What follows belongs to an exercise in optimizing a design on an open flow for small area, a short achievable clock period and few clock cycles per item; a production flow would make more cautious choices.
In this exercise RTL edits were held to simulation tests only and were not proved equivalent to the original.
Power and IR drop assume default switching activity.

==> flow/design.v (excerpt) <==
module bidirectional_byte_stack_unit (
    input  logic       clk,
    input  logic       rst_n,
    input  logic       in_valid,
    output logic       in_stall,
    input  logic [2:0] command,
    input  logic       grow_down,
    input  logic [7:0] push_value,
    output logic       out_valid,
    input  logic       out_stall,
    output logic [7:0] read_value,
    output logic       zero_out,
    output logic       carry_out,
    output logic [7:0] pointer_out
);
Size: ~2100 flip-flops, roughly 64000 um^2 of cells after synthesis.
clock: 7.0 ns
lec_check: 0
cap_margin: 20
core_margin: 2
core_utilization: 55
cts_buf_list: sky130_fd_sc_hd__clkbuf_8 sky130_fd_sc_hd__clkbuf_16
cts_cluster_diameter: 80
cts_cluster_size: 24
setup_slack_margin: 4.8
slew_margin: 20
run.sh (not shown) runs the stock make flow with config.mk's settings and CLKGATE_MAP_FILE= SYNTH_SCRIPT=/design/flow/synth_recipe.tcl, a recipe that flattens the netlist after the stock synthesis.
Testbench counts at the start, summed over its fixed seeds: cycles 32,016, items 32,000.
==> next run, changes <==
--- a/flow/config.mk
+++ b/flow/config.mk
@@ -10,3 +10,2 @@
 export CORE_UTILIZATION = 55
-export CTS_BUF_LIST = sky130_fd_sc_hd__clkbuf_8 sky130_fd_sc_hd__clkbuf_16
 export CTS_CLUSTER_DIAMETER = 80
=>
- synthesized area does not change
- non-clock buffer count does not change
- design area does not change
- core utilization is unchanged
- setup slack hardly moves
==> next run, changes <==
--- a/flow/config.mk
+++ b/flow/config.mk
@@ -9,6 +9,6 @@
 export CORE_MARGIN = 2
-export CORE_UTILIZATION = 55
-export CTS_CLUSTER_DIAMETER = 80
-export CTS_CLUSTER_SIZE = 24
-export SETUP_SLACK_MARGIN = 4.8
+export CORE_UTILIZATION = 45
+export CTS_CLUSTER_DIAMETER = 70
+export CTS_CLUSTER_SIZE = 20
+export SETUP_SLACK_MARGIN = 5.0
 export SLEW_MARGIN = 20
=> The changed run went through all stages and came out clean; die area rises by 22%; fmax shrinks by 2.0%; power climbs by 3.0%; core utilization shrinks by 9.5 points; global-route usage fell by 2.8 points; sequential share of layout area decreases by 1.6 points.
==> next run, changes <==
--- a/flow/config.mk
+++ b/flow/config.mk
@@ -9,6 +9,7 @@
 export CORE_MARGIN = 2
-export CORE_UTILIZATION = 45
-export CTS_CLUSTER_DIAMETER = 70
-export CTS_CLUSTER_SIZE = 20
-export SETUP_SLACK_MARGIN = 5.0
+export CORE_UTILIZATION = 55
+export CTS_CLUSTER_DIAMETER = 100
+export CTS_CLUSTER_SIZE = 30
+export HOLD_SLACK_MARGIN = 0.0
+export SETUP_SLACK_MARGIN = 4.65
 export SLEW_MARGIN = 20
Via count is lower by about 2.7%. Core utilization climbs by 8.7 points. Global-route usage goes up by 2.8 points. Power is lower by about 5%. Sequential cell count stays the same. Wire length went down by 5.0%. Design area fell by about 4%.

bidirectional_byte_stack_unit again, from the RTL that the note above started with.
==> flow/config.mk <==
export PLATFORM = sky130hd
export DESIGN_NAME = bidirectional_byte_stack_unit
export DESIGN_NICKNAME = bidirectional_byte_stack_unit
export VERILOG_FILES = /design/flow/design.v
export SDC_FILE = /design/flow/constraint.sdc
export NUM_CORES = 4
export LEC_CHECK = 0
export CAP_MARGIN = 5
export CORE_MARGIN = 2
export CORE_UTILIZATION = 55
export CTS_CLUSTER_DIAMETER = 100
export CTS_CLUSTER_SIZE = 30
export HOLD_SLACK_MARGIN = 0.0
export SETUP_SLACK_MARGIN = 4.65
export SLEW_MARGIN = 5
==> flow/constraint.sdc <==
create_clock -name core_clock -period 7.0 [get_ports {clk}]
set_input_delay 1.4000 -clock core_clock [delete_from_list [all_inputs] [get_ports {clk}]]
set_output_delay 1.4000 -clock core_clock [all_outputs]
set_load 0.01 [all_outputs]
Testbench counts at the start, summed over its fixed seeds: cycles 32,016, items 32,000.
Edit:
==> flow/config.mk (replaced) <==
export PLATFORM = sky130hd
export DESIGN_NAME = bidirectional_byte_stack_unit
export DESIGN_NICKNAME = bidirectional_byte_stack_unit
export VERILOG_FILES = /design/flow/design.v
export SDC_FILE = /design/flow/constraint.sdc
export NUM_CORES = 4
export LEC_CHECK = 0
export CAP_MARGIN = 20
export CORE_MARGIN = 2
export CORE_UTILIZATION = 55
export CTS_CLUSTER_DIAMETER = 80
export CTS_CLUSTER_SIZE = 24
export SETUP_SLACK_MARGIN = 4.5
export SLEW_MARGIN = 20
What happened: Total power went up by about 1.3%. Die area is unchanged. Clock skew stays flat. Final cell count is about the same.
Edit:
--- a/flow/config.mk
+++ b/flow/config.mk
@@ -8,7 +8,9 @@
 export CAP_MARGIN = 20
 export CORE_MARGIN = 2
-export CORE_UTILIZATION = 55
-export CTS_CLUSTER_DIAMETER = 80
-export CTS_CLUSTER_SIZE = 24
-export SETUP_SLACK_MARGIN = 4.5
+export CORE_UTILIZATION = 60
+export CTS_CLUSTER_DIAMETER = 100
+export CTS_CLUSTER_SIZE = 30
+export HOLD_SLACK_MARGIN = 0.0
+export PLACE_DENSITY = 0.68
+export SETUP_SLACK_MARGIN = 4.7
 export SLEW_MARGIN = 20
The new run completed without violations.
Wire length falls by 1.7%.
Count of clock-buffer cells in the layout falls by 26.
Clock power falls by 12%.
Setup slack is about the same.
Global-route usage rises by 1.3 points.
Final area falls by 0.58%.
Die area falls by 8.2%.
Hold slack got worse by 0.0071 ns.
Sequential share of layout area rises by 0.37 points.
Non-clock buffer count rises by 15.
Edit:
--- a/flow/config.mk
+++ b/flow/config.mk
@@ -8,9 +8,8 @@
 export CAP_MARGIN = 20
 export CORE_MARGIN = 2
-export CORE_UTILIZATION = 60
-export CTS_CLUSTER_DIAMETER = 100
-export CTS_CLUSTER_SIZE = 30
+export CORE_UTILIZATION = 55
+export CTS_CLUSTER_DIAMETER = 80
+export CTS_CLUSTER_SIZE = 24
 export HOLD_SLACK_MARGIN = 0.0
-export PLACE_DENSITY = 0.68
-export SETUP_SLACK_MARGIN = 4.7
+export SETUP_SLACK_MARGIN = 4.3
 export SLEW_MARGIN = 20
Result: The changed run completed without violations; combinational power drops by about 4%; die area climbs by 9.0%; global-route usage drops by 1.4 points; worst setup slack gets worse by 0.044 ns.

[separate check: timing with driven ports]
No port has a modelled driver above. Below, the same layouts with a new extraction and two added sets of constraints. Step 1 assumes that a clkbuf_16 drives the clock port and a buf_2 every other input. Step 2, shift: input delay + t, output delay - t, t = (earliest + latest rising clock arrival at the registers) / 2. This alone moves slack from input paths to output paths. Slacks: no drivers / after step 1 / after step 2; pairs: no drivers / after step 1.
run | shift t [ns] | setup WS [ns] | latest minus earliest clock arrival (ns) | worst register clock-pin slew, ns | worst data-port slew with drivers (ns)
the first run of note 1 | 0.764 | 4.371 / 4.299 / 3.944 | 0.026 / 0.025 | 0.10 / 0.10 | 0.04
the second run of note 1 | 0.763 | 4.374 / 4.301 / 3.944 | 0.026 / 0.026 | 0.10 / 0.10 | 0.04
the third run of note 1 | 0.802 | 4.320 / 4.249 / 4.020 | 0.036 / 0.036 | 0.09 / 0.09 | 0.04
the fourth run of note 1 | 0.751 | 4.388 / 4.319 / 3.910 | 0.024 / 0.024 | 0.12 / 0.12 | 0.04
the first run of note 2 | 0.751 | 4.388 / 4.319 / 3.910 | 0.024 / 0.024 | 0.12 / 0.12 | 0.04
the second run of note 2 | 0.748 | 4.381 / 4.315 / 3.789 | 0.021 / 0.021 | 0.10 / 0.10 | 0.04
the third run of note 2 | 0.753 | 4.381 / 4.312 / 3.914 | 0.030 / 0.030 | 0.12 / 0.12 | 0.07
the fourth run of note 2 | 0.758 | 4.336 / 4.261 / 3.749 | 0.019 / 0.019 | 0.10 / 0.10 | 0.04
After both steps every run listed still meets setup and hold. The setup slack of the second run of note 2, which loses most, moves by -0.066 ns with the drivers and by -0.592 ns with both steps.
